Source: an optimization exercise on an open RTL-to-GDS flow (aim: small area, a short achievable clock period and few clock cycles per item). Production flows keep margins and buffers that such runs may drop. Only simulation tests tie the RTL to the original design; equivalence was not proved.

==> 06-26: inputs <==
==> flow/design.v (excerpt) <==
module fc_top (
  input  logic        clk,
  input  logic        rst_n,
  input  logic        act_valid,
  input  logic [15:0] act_data,
  output logic        act_ready,
  input  logic        weight_valid,
  input  logic [23:0] weight_data,
  output logic        weight_ready,
  output logic        result_valid,
  output logic [48:0] result,
  input  logic        result_ready
);
==> flow/config.mk <==
export PLATFORM = sky130hd
export DESIGN_NAME = fc_top
export DESIGN_NICKNAME = fc_top
export VERILOG_FILES = /design/flow/design.v
export SDC_FILE = /design/flow/constraint.sdc
export NUM_CORES = 4
export LEC_CHECK = 0
export ABC_CLOCK_PERIOD_IN_PS = 2600
export CAP_MARGIN = 20
export CORE_MARGIN = 2
export CORE_UTILIZATION = 55
export CTS_BUF_LIST = sky130_fd_sc_hd__clkbuf_8 sky130_fd_sc_hd__clkbuf_16
export CTS_CLUSTER_DIAMETER = 80
export CTS_CLUSTER_SIZE = 24
export PLACE_DENSITY = 0.7
export SETUP_SLACK_MARGIN = 3.55
export SLEW_MARGIN = 20
==> flow/constraint.sdc <==
create_clock -name core_clock -period 6.0 [get_ports {clk}]
set_input_delay 1.2000 -clock core_clock [delete_from_list [all_inputs] [get_ports {clk}]]
set_output_delay 1.2000 -clock core_clock [all_outputs]
set_load 0.01 [all_outputs]
standard.sh (not shown) runs the stock make flow with config.mk's settings and CLKGATE_MAP_FILE= SYNTH_SCRIPT=/design/flow/synth_recipe.tcl, a recipe that flattens the netlist after the stock synthesis.
==> flow/flow/run.sh <==
#!/bin/bash
# The standard layout (the standard.sh, unchanged synthesis and steps), with
# one change: the port buffers that placement inserts are plain buf_2 cells
# rather than the delay-cell buffers the resizer picks by default, which later
# repair (restricted to the same cell footprint) cannot resize.
set -euo pipefail
bash standard.sh "BUFFER_PORTS_ARGS=-buffer_cell sky130_fd_sc_hd__buf_2" finish > standard.log 2>&1
==> inputs of 01-01, as changes to 06-26 <==
CORE_UTILIZATION = 40   (was 55)
PLACE_DENSITY = 0.6   (was 0.7)
SETUP_SLACK_MARGIN = 3.6   (was 3.55)
TNS_END_PERCENT = 10   (was default)
==> impl_metrics.prom <==
# TYPE chip_impl_metric gauge
chip_impl_info{name="outcome",value="finished clean"} 1
chip_impl_metric{name="final.period_utilization",unit="%"} 41.04
chip_impl_metric{name="vias",unit=""} 17714
chip_impl_metric{name="die-area",unit="mm²"} 0.05198
chip_impl_metric{name="placed_area",unit="mm²"} 0.02844
chip_impl_metric{name="detailedPlace.worstSlack",unit="ps"} 2908
chip_impl_metric{name="reg2reg_slack",unit="ps"} 3540
chip_impl_metric{name="timing.slew.headroom",unit="%"} 40.08
chip_impl_metric{name="routedWlPerCell",unit="µm"} 17.53
chip_impl_info{name="critPathMostFrequentCell",value="a21oi_1"} 1
[end of results for 06-26]
==> impl_metrics.prom <==
# TYPE chip_impl_metric gauge
chip_impl_metric{name="timing.slew.headroom",unit="%"} 34.43
chip_impl_metric{name="routedWlPerCell",unit="µm"} 17.28
chip_impl_metric{name="final_design_area_no_fill",unit="mm²"} 0.03069
chip_impl_info{name="dr_top_layer",value="met4"} 1
chip_impl_metric{name="placed_area",unit="mm²"} 0.02873
chip_impl_metric{name="die-area",unit="mm²"} 0.07110
chip_impl_metric{name="final.period_utilization",unit="%"} 39.80
chip_impl_info{name="outcome",value="finished clean"} 1
chip_impl_info{name="layout_top_registers",value="ring: 128 flops, g_img.g_lane.acc: 114 flops, g_img.g_lane.p_a: 90 flops"} 1
chip_impl_info{name="cp_slowest_cell",value="fa_1"} 1
[end of results for 01-01]
Testbench counts of 06-26, summed over its fixed seeds: cycles 5,160, vectors 320.
Testbench counts of 01-01, summed over its fixed seeds: cycles 5,160, vectors 320.

==> tundra: inputs <==
fc_top, a different RTL version from the one above (not shown whole).
Settings: LEC_CHECK=0, ABC_CLOCK_PERIOD_IN_PS=2600, CAP_MARGIN=20, CORE_MARGIN=2, CORE_UTILIZATION=40, CTS_BUF_LIST=sky130_fd_sc_hd__clkbuf_16, CTS_CLUSTER_DIAMETER=100, CTS_CLUSTER_SIZE=30, PLACE_DENSITY=0.6, SETUP_SLACK_MARGIN=3.65, SLEW_MARGIN=20; clock period 6.0 ns.
Scripts as last shown in full above: flow/flow/run.sh
==> inputs of fjord, as changes to tundra <==
--- a/flow/design.v
+++ b/flow/design.v
@@ -231,18 +231,18 @@
   assign idle = !a_ahead && (a_idx == 3'd0) && !m_ph && (m_idx == 3'd0);
   assign wr = act_valid && a_rdy;
   assign wx     = weight_valid && !w_rdy_n;
   assign w_last = (m_idx == 3'd7);
   assign res_load = pend && (!result_valid || result_ready);
   always_ff @(posedge clk)
   begin
-    ring[0] <= wr ? act_data : ring[7];
+    ring[0] <= (act_valid && a_rdy_d) ? act_data : ring[7];
     for (int k = 1; k < 8; k++)
       ring[k] <= ring[k-1];
-    w_r <= wx ? weight_data : 24'd0;
+    w_r <= (weight_valid && w_rdy_d) ? weight_data : 24'd0;
   end
   logic [2:0] tk_n, a_idx_n, m_idx_n;
   logic       a_ahead_n, m_ph_n, pend_n, rv_n;
   always_comb
   begin
     tk_n      = (idle && !wr) ? 3'd0 : tk1;
     a_idx_n   = wr ? a1 : a_idx;
@@ -291,14 +291,16 @@
                           && (!a_ahead_x || (m_ph_x && (m_idx_x > a_idx_x)));
     assign w_rdy_c[c]   = (tkm1_x == m_idx_x)
                           && (m_ph_x || a_ahead_x || (a_idx_x > m_idx_x));
   end
   logic act_ready_n;    
   logic a_rdy;          
   logic w_rdy_n;        
+  logic a_rdy_d;        
+  logic w_rdy_d;        
   logic w_blk;
   assign w_blk = (wx ? w_last : (m_idx == 3'd0))
                  && (s2_last || pend || (result_valid && !result_ready));
   always_ff @(posedge clk or negedge rst_n)
   begin
     if (!rst_n)
     begin
@@ -311,14 +313,19 @@
     begin
       act_ready_n  <= !act_rdy_c[{wr, wx}];
       weight_ready <= w_rdy_c[{wr, wx}] && !w_blk;
       a_rdy        <= act_rdy_c[{wr, wx}];
       w_rdy_n      <= !(w_rdy_c[{wr, wx}] && !w_blk);
     end
   end
+  always_ff @(posedge clk)
+  begin
+    a_rdy_d <= act_rdy_c[{wr, wx}];
+    w_rdy_d <= w_rdy_c[{wr, wx}] && !w_blk;
+  end
   assign act_ready = !act_ready_n;
   always_ff @(posedge clk or negedge rst_n)
   begin
     if (!rst_n)
     begin
       tk           <= '0;
       a_idx        <= '0;
- CORE_UTILIZATION: 40 -> 47
- CTS_BUF_LIST: sky130_fd_sc_hd__clkbuf_16 -> sky130_fd_sc_hd__clkbuf_8 sky130_fd_sc_hd__clkbuf_16
- CTS_CLUSTER_DIAMETER: 100 -> 80
- CTS_CLUSTER_SIZE: 30 -> 24
- PLACE_DENSITY: 0.6 -> 0.65
- SETUP_SLACK_MARGIN: 3.65 -> 3.6
==> results.txt <==
hold wc startpoint -> ring[6][9]$_DFF_P_
status -> timing/DRC/antenna clean
minimum clock period -> 2.410 ns
Mapped Area -> 27700 um^2
[end of results for tundra]
==> results.txt <==
Worst-Margin Slew -> 0.9674 ns
clock buf count -> 36
Mapped Area -> 27590 um^2
status -> timing/DRC/antenna clean
All-Layer GR Usage -> 19.61%
[end of results for fjord]
Testbench counts of tundra, summed over its fixed seeds: cycles 5,160, vectors 320.
Testbench counts of fjord, summed over its fixed seeds: cycles 5,160, vectors 320.

==> job 7917: inputs <==
Another version of the RTL of fc_top (not shown whole).
clock: 6.0 ns
lec_check: 0
abc_clock_period_in_ps: 2600
cap_margin: 20
core_margin: 2
core_utilization: 40
cts_buf_list: sky130_fd_sc_hd__clkbuf_4 sky130_fd_sc_hd__clkbuf_8
cts_cluster_size: 25
place_density: 0.6
setup_slack_margin: 3.4
slew_margin: 20
run.sh (not shown) runs the stock make flow with config.mk's settings and CLKGATE_MAP_FILE= SYNTH_SCRIPT=/design/flow/synth_recipe.tcl, a recipe that flattens the netlist after the stock synthesis.
Stock flow here: none of the scripts above is used.
==> job 3654: changes against job 7917 <==
--- a/flow/design.v
+++ b/flow/design.v
@@ -215,18 +215,16 @@
   logic        wr;
   logic        idle;
   logic [2:0]  m_idx;           
   logic        m_ph;            
   logic        wx;              
   logic        w_last;
   logic [23:0] w_r;
   logic        s1_first, s1_last, s1_ph;
-  logic        s1_first_n;      
-  logic        s1_v, s1_z;      
   logic        s2_last, s2_ph;
   logic        pend;            
   logic        pend_g;
   logic        res_load;
   assign idle = !a_ahead && (a_idx == 3'd0) && !m_ph && (m_idx == 3'd0);
   assign wr = act_valid && act_ready;
   assign wx     = weight_valid && weight_ready;
   assign w_last = (m_idx == 3'd7);
@@ -237,62 +235,42 @@
     for (int k = 1; k < 8; k++)
       ring[k] <= ring[k-1];
     w_r <= wx ? weight_data : 24'd0;
   end
   logic [2:0] tk_n, a_idx_n, m_idx_n;
   logic       a_ahead_n, m_ph_n, pend_n, rv_n;
   always_comb
   begin
-    tk_n      = (idle && !wr) ? 3'd0 : tk1;
-    a_idx_n   = wr ? a1 : a_idx;
+    tk_n      = (idle && !wr) ? 3'd0 : tk + 1'b1;
+    a_idx_n   = a_idx + wr;
     a_ahead_n = a_ahead ^ ((wr && (a_idx == 3'd7)) != (wx && m_ph && w_last));
-    m_idx_n   = wx ? m1 : m_idx;
+    m_idx_n   = m_idx + wx;
     m_ph_n    = m_ph ^ (wx && w_last);
     pend_n    = s2_last || (pend && !res_load);
     rv_n      = res_load || (result_valid && !result_ready);
   end
   logic [3:0] act_rdy_c, w_rdy_c;
-  logic [2:0] tk1, a1, m1;
-  always_ff @(posedge clk or negedge rst_n)
-  begin
-    if (!rst_n)
-    begin
-      tk1 <= 3'd1;
-      a1  <= 3'd1;
-      m1  <= 3'd1;
-    end
-    else
-    begin
-      tk1 <= (idle && !wr) ? 3'd1 : tk1 + 1'b1;
-      if (wr)
-        a1 <= a1 + 1'b1;
-      if (wx)
-        m1 <= m1 + 1'b1;
-    end
-  end
   for (genvar c = 0; c < 4; c++)
   begin : g_rdy
     localparam bit WR = c[1];
     localparam bit WX = c[0];
     logic [2:0] tk_x, a_idx_x, m_idx_x;
     logic       a_ahead_x, m_ph_x;
-    logic [2:0] tkm1_x;    
     always_comb
     begin
-      tk_x      = (idle && !WR) ? 3'd0 : tk1;
-      tkm1_x    = (idle && !WR) ? 3'd7 : tk;
-      a_idx_x   = WR ? a1 : a_idx;
+      tk_x      = (idle && !WR) ? 3'd0 : tk + 1'b1;
+      a_idx_x   = a_idx + WR;
       a_ahead_x = a_ahead ^ ((WR && (a_idx == 3'd7)) != (WX && m_ph && w_last));
-      m_idx_x   = WX ? m1 : m_idx;
+      m_idx_x   = m_idx + WX;
       m_ph_x    = m_ph ^ (WX && w_last);
     end
     assign act_rdy_c[c] = (tk_x == a_idx_x)
                           && (!a_ahead_x || (m_ph_x && (m_idx_x > a_idx_x)));
-    assign w_rdy_c[c]   = (tkm1_x == m_idx_x)
+    assign w_rdy_c[c]   = (tk_x - 3'd1 == m_idx_x)
                           && (m_ph_x || a_ahead_x || (a_idx_x > m_idx_x));
   end
   logic act_ready_n;    
   logic w_blk;
   assign w_blk = (wx ? w_last : (m_idx == 3'd0))
                  && (s2_last || pend || (result_valid && !result_ready));
   always_ff @(posedge clk or negedge rst_n)
   begin
@@ -334,20 +312,17 @@
       s1_last      <= wx && w_last;
       s2_last      <= s1_last;
       pend         <= pend_n;
       result_valid <= rv_n;
     end
   end
   always_ff @(posedge clk)
   begin
-    s1_ph      <= m_ph;
-    s1_first_n <= !(wx && (m_idx == 3'd0));
-    s1_v       <= wx;
-    s1_z       <= (m_idx == 3'd0);
+    s1_ph <= m_ph;
     s2_ph <= s1_ph;
     if (s2_last)
       pend_g <= s2_ph;
   end
   localparam int NCUT = 2;    
   logic [41:0] res_q;
   logic        res_g;
   for (genvar b = 0; b < 2; b++)
@@ -373,47 +348,51 @@
       fc_mul_rows u_mul (
         .a     (ring[1][8*b +: 8]),
         .one   (one_r),
         .two   (two_r),
         .w     (w_r[8*j +: 8]),
         .row_a (row_a),
         .row_b (row_b)
       );
-      localparam int L = 3 * b + j;
+      localparam int L = (3 * b + j) % 4;
       logic clr_q;
-      if (L == 0)
-      begin : g_c0
-        always_ff @(posedge clk) clr_q <= s1_first;
-        assign clr_l = clr_q;
-      end
-      else if (L == 1)
-      begin : g_c1
-        always_ff @(posedge clk) clr_q <= !s1_first;
-        assign clr_l = !clr_q;
-      end
-      else if (L == 2)
-      begin : g_c2
-        always_ff @(posedge clk) clr_q <= s1_first_n;
-        assign clr_l = !clr_q;
-      end
-      else if (L == 3)
-      begin : g_c3
-        always_ff @(posedge clk) clr_q <= !s1_first_n;
-        assign clr_l = clr_q;
-      end
-      else if (L == 4)
-      begin : g_c4
-        always_ff @(posedge clk) clr_q <= s1_v && s1_z;
+      if (L < 2)
+      begin : g_pos
         assign clr_l = clr_q;
+        if (L == 0)
+        begin : g_nr
+          always_ff @(posedge clk)
+            clr_q <= s1_first;
+        end
+        else
+        begin : g_r
+          always_ff @(posedge clk or negedge rst_n)
+            if (!rst_n)
+              clr_q <= 1'b0;
+            else
+              clr_q <= s1_first;
+        end
       end
       else
-      begin : g_c5
-        always_ff @(posedge clk) clr_q <= !(s1_v && s1_z);
+      begin : g_neg
         assign clr_l = !clr_q;
+        if (L == 2)
+        begin : g_nr
+          always_ff @(posedge clk)
+            clr_q <= !s1_first;
+        end
+        else
+        begin : g_r
+          always_ff @(posedge clk or negedge rst_n)
+            if (!rst_n)
+              clr_q <= 1'b0;
+            else
+              clr_q <= !s1_first;
+        end
       end
       logic [NCUT-1:0] cq, cout;
       logic [18:0]     accv;
       fc_acc_add u_add (
         .acc   (clr_l ? 19'd0 : acc),
         .cin   (clr_l ? NCUT'(0) : cq),
         .row_a (p_a),
         .row_b (p_b),
==> flow/flow/run.sh (new file) <==
#!/bin/bash
# The standard layout (the standard.sh, unchanged synthesis and steps), with
# one change: the port buffers that placement inserts are plain buf_2 cells
# rather than the delay-cell buffers the resizer picks by default, which later
# repair (restricted to the same cell footprint) cannot resize.
set -euo pipefail
bash standard.sh "BUFFER_PORTS_ARGS=-buffer_cell sky130_fd_sc_hd__buf_2" finish > standard.log 2>&1
==> flow/standard.sh (new file) <==
#!/bin/bash
# synth_recipe.tcl (not shown) runs the flow's synth.tcl, then flattens the netlist and writes it again
# the make line also repeats each setting of config.mk as NAME=value (left out here)
make -C /OpenROAD-flow-scripts/flow DESIGN_CONFIG=/design/flow/config.mk WORK_HOME=/design/flow/orfs CLKGATE_MAP_FILE= SYNTH_SCRIPT=/design/flow/synth_recipe.tcl "${@:-finish}"
removed: flow/run.sh
==> job 5839: changes against job 7917 <==
--- a/flow/design.v
+++ b/flow/design.v
@@ -177,18 +177,20 @@
   assign {s34, s33} = acc[16] + 1'b1;
   wire s35, s36;
   assign {s36, s35} = acc[17] + 1'b1;
   wire s37, s38;
   assign {s38, s37} = acc[18] + 1'b1;
   wire [18:0] sa = {s36, s34, s32, s30, s28, s26, s24, s22, s20, s18, s16, s14, s12, s10, s8, s6, s4, s2, s1};
   wire [18:0] sb = {s37, s35, s33, s31, s29, s27, s25, s23, s21, s19, s17, s15, s13, s11, s9, s7, s5, s3, row_b[0]};
   assign {cout[0], sum[6:0]} = 8'(sa[6:0]) + 8'(sb[6:0]);
-  assign {cout[1], sum[12:7]} = 7'(sa[12:7]) + 7'(sb[12:7]) + 7'(cin[0]);
-  assign sum[18:13] = sa[18:13] + sb[18:13] + 6'(cin[1]);
+  wire [7:0] g1 = {1'b0, sa[12:7], cin[0]} + {1'b0, sb[12:7], cin[0]};
+  assign {cout[1], sum[12:7]} = g1[7:1];
+  wire [7:0] g2 = {1'b0, sa[18:13], cin[1]} + {1'b0, sb[18:13], cin[1]};
+  assign sum[18:13] = g2[6:1];
 endmodule
 module fc_acc_value (
   input  logic [18:0] acc,
   input  logic [1:0]  cq,
   output logic [18:0] v
 );
   assign v = acc + ((19'(cq[0]) << 7) | (19'(cq[1]) << 13));
 endmodule
@@ -222,26 +224,26 @@
   logic        s1_first, s1_last, s1_ph;
   logic        s1_first_n;      
   logic        s1_v, s1_z;      
   logic        s2_last, s2_ph;
   logic        pend;            
   logic        pend_g;
   logic        res_load;
   assign idle = !a_ahead && (a_idx == 3'd0) && !m_ph && (m_idx == 3'd0);
-  assign wr = act_valid && act_ready;
-  assign wx     = weight_valid && weight_ready;
+  assign wr = act_valid && a_rdy;
+  assign wx     = weight_valid && !w_rdy_n;
   assign w_last = (m_idx == 3'd7);
   assign res_load = pend && (!result_valid || result_ready);
   always_ff @(posedge clk)
   begin
-    ring[0] <= wr ? act_data : ring[7];
+    ring[0] <= (act_valid && a_rdy_d) ? act_data : ring[7];
     for (int k = 1; k < 8; k++)
       ring[k] <= ring[k-1];
-    w_r <= wx ? weight_data : 24'd0;
+    w_r <= (weight_valid && w_rdy_d) ? weight_data : 24'd0;
   end
   logic [2:0] tk_n, a_idx_n, m_idx_n;
   logic       a_ahead_n, m_ph_n, pend_n, rv_n;
   always_comb
   begin
     tk_n      = (idle && !wr) ? 3'd0 : tk1;
     a_idx_n   = wr ? a1 : a_idx;
     a_ahead_n = a_ahead ^ ((wr && (a_idx == 3'd7)) != (wx && m_ph && w_last));
@@ -286,32 +288,45 @@
       m_ph_x    = m_ph ^ (WX && w_last);
     end
     assign act_rdy_c[c] = (tk_x == a_idx_x)
                           && (!a_ahead_x || (m_ph_x && (m_idx_x > a_idx_x)));
     assign w_rdy_c[c]   = (tkm1_x == m_idx_x)
                           && (m_ph_x || a_ahead_x || (a_idx_x > m_idx_x));
   end
   logic act_ready_n;    
+  logic a_rdy;          
+  logic w_rdy_n;        
+  logic a_rdy_d;        
+  logic w_rdy_d;        
   logic w_blk;
   assign w_blk = (wx ? w_last : (m_idx == 3'd0))
                  && (s2_last || pend || (result_valid && !result_ready));
   always_ff @(posedge clk or negedge rst_n)
   begin
     if (!rst_n)
     begin
       act_ready_n  <= 1'b0;
       weight_ready <= 1'b0;
+      a_rdy        <= 1'b1;
+      w_rdy_n      <= 1'b1;
     end
     else
     begin
       act_ready_n  <= !act_rdy_c[{wr, wx}];
       weight_ready <= w_rdy_c[{wr, wx}] && !w_blk;
+      a_rdy        <= act_rdy_c[{wr, wx}];
+      w_rdy_n      <= !(w_rdy_c[{wr, wx}] && !w_blk);
     end
   end
+  always_ff @(posedge clk)
+  begin
+    a_rdy_d <= act_rdy_c[{wr, wx}];
+    w_rdy_d <= w_rdy_c[{wr, wx}] && !w_blk;
+  end
   assign act_ready = !act_ready_n;
   always_ff @(posedge clk or negedge rst_n)
   begin
     if (!rst_n)
     begin
       tk           <= '0;
       a_idx        <= '0;
       a_ahead      <= 1'b0;
==> flow/flow/run.sh (new file) <==
#!/bin/bash
# The standard layout (the standard.sh, unchanged synthesis and steps), with
# one change: the port buffers that placement inserts are plain buf_2 cells
# rather than the delay-cell buffers the resizer picks by default, which later
# repair (restricted to the same cell footprint) cannot resize.
set -euo pipefail
bash standard.sh "BUFFER_PORTS_ARGS=-buffer_cell sky130_fd_sc_hd__buf_2" finish > standard.log 2>&1
==> flow/standard.sh (new file) <==
#!/bin/bash
# synth_recipe.tcl (not shown) runs the flow's synth.tcl, then flattens the netlist and writes it again
# the make line also repeats each setting of config.mk as NAME=value (left out here)
make -C /OpenROAD-flow-scripts/flow DESIGN_CONFIG=/design/flow/config.mk WORK_HOME=/design/flow/orfs CLKGATE_MAP_FILE= SYNTH_SCRIPT=/design/flow/synth_recipe.tcl "${@:-finish}"
==> flow/config.mk (replaced) <==
export PLATFORM = sky130hd
export DESIGN_NAME = fc_top
export DESIGN_NICKNAME = fc_top
export VERILOG_FILES = /design/flow/design.v
export SDC_FILE = /design/flow/constraint.sdc
export NUM_CORES = 4
export LEC_CHECK = 0
export ABC_CLOCK_PERIOD_IN_PS = 2600
export CAP_MARGIN = 20
export CORE_MARGIN = 2
export CORE_UTILIZATION = 40
export CTS_BUF_LIST = sky130_fd_sc_hd__clkbuf_8 sky130_fd_sc_hd__clkbuf_16
export CTS_CLUSTER_DIAMETER = 80
export CTS_CLUSTER_SIZE = 24
export PLACE_DENSITY = 0.6
export SETUP_SLACK_MARGIN = 3.55
export SLEW_MARGIN = 20
removed: flow/run.sh
==> comparison <==
Via count, lowest first: job 3654, job 5839, job 7917. The lowest synthesized cell count belongs to job 3654, the highest to job 7917. Of job 7917 and job 5839, job 7917 has the higher count of clock-buffer cells in the layout (gap 96). Of job 7917 and job 3654, job 3654 has the higher utilization (gap 0.62 points). In job 7917 the setup slack is better than in job 3654, by 0.091 ns.
Testbench counts of job 7917, summed over its fixed seeds: cycles 5,160, vectors 320.
Testbench counts of job 3654, summed over its fixed seeds: cycles 5,160, vectors 320.
Testbench counts of job 5839, summed over its fixed seeds: cycles 5,160, vectors 320.

==> what the ideal ports hide <==
How much do the figures lean on ideal ports? The routed layouts below were timed once more, with nothing changed but the port constraints.
Step 1 sets driving cells, clkbuf_16 on the clock port and buf_2 on the other inputs (assumed; they add their load-dependent delay and slew).
Step 2 moves the port delays by t, midway between the first and last clock arrival at a register: inputs arrive t later, outputs are due t later. That takes back most of the time a late clock gives input paths.
a / b / c = no drivers / after step 1 / after step 2; a / b = the first two.
| run | t (ns) | setup WS [ns] | hold WS [ns] | worst setup path after step 2 | pins driven straight from the clock port |
|---|---|---|---|---|---|
| 06-26 | 0.661 | 3.537 / 3.537 / 3.109 | 0.329 / 0.329 / 0.329 | input to register | 1 |
| 01-01 | 0.643 | 3.612 / 3.576 / 3.090 | 0.323 / 0.323 / 0.323 | input to register | 1 |
| tundra | 0.655 | 3.590 / 3.532 / 3.117 | 0.328 / 0.328 / 0.328 | input to register | 1 |
| fjord | 0.627 | 3.618 / 3.558 / 3.127 | 0.323 / 0.323 / 0.323 | input to register | 1 |
| job 7917 | 0.740 | 3.462 / 3.402 / 3.032 | 0.305 / 0.305 / 0.305 | input to register | 1 |
| job 3654 | 0.734 | 3.371 / 3.371 / 3.132 | 0.302 / 0.302 / 0.302 | input to register | 1 |
| job 5839 | 0.634 | 3.605 / 3.555 / 3.089 | 0.314 / 0.314 / 0.314 | input to register | 1 |
After both steps setup and hold are still met in every run listed. The setup slack of 01-01, which loses most, moves by -0.036 ns with the drivers and by -0.522 ns with both steps.
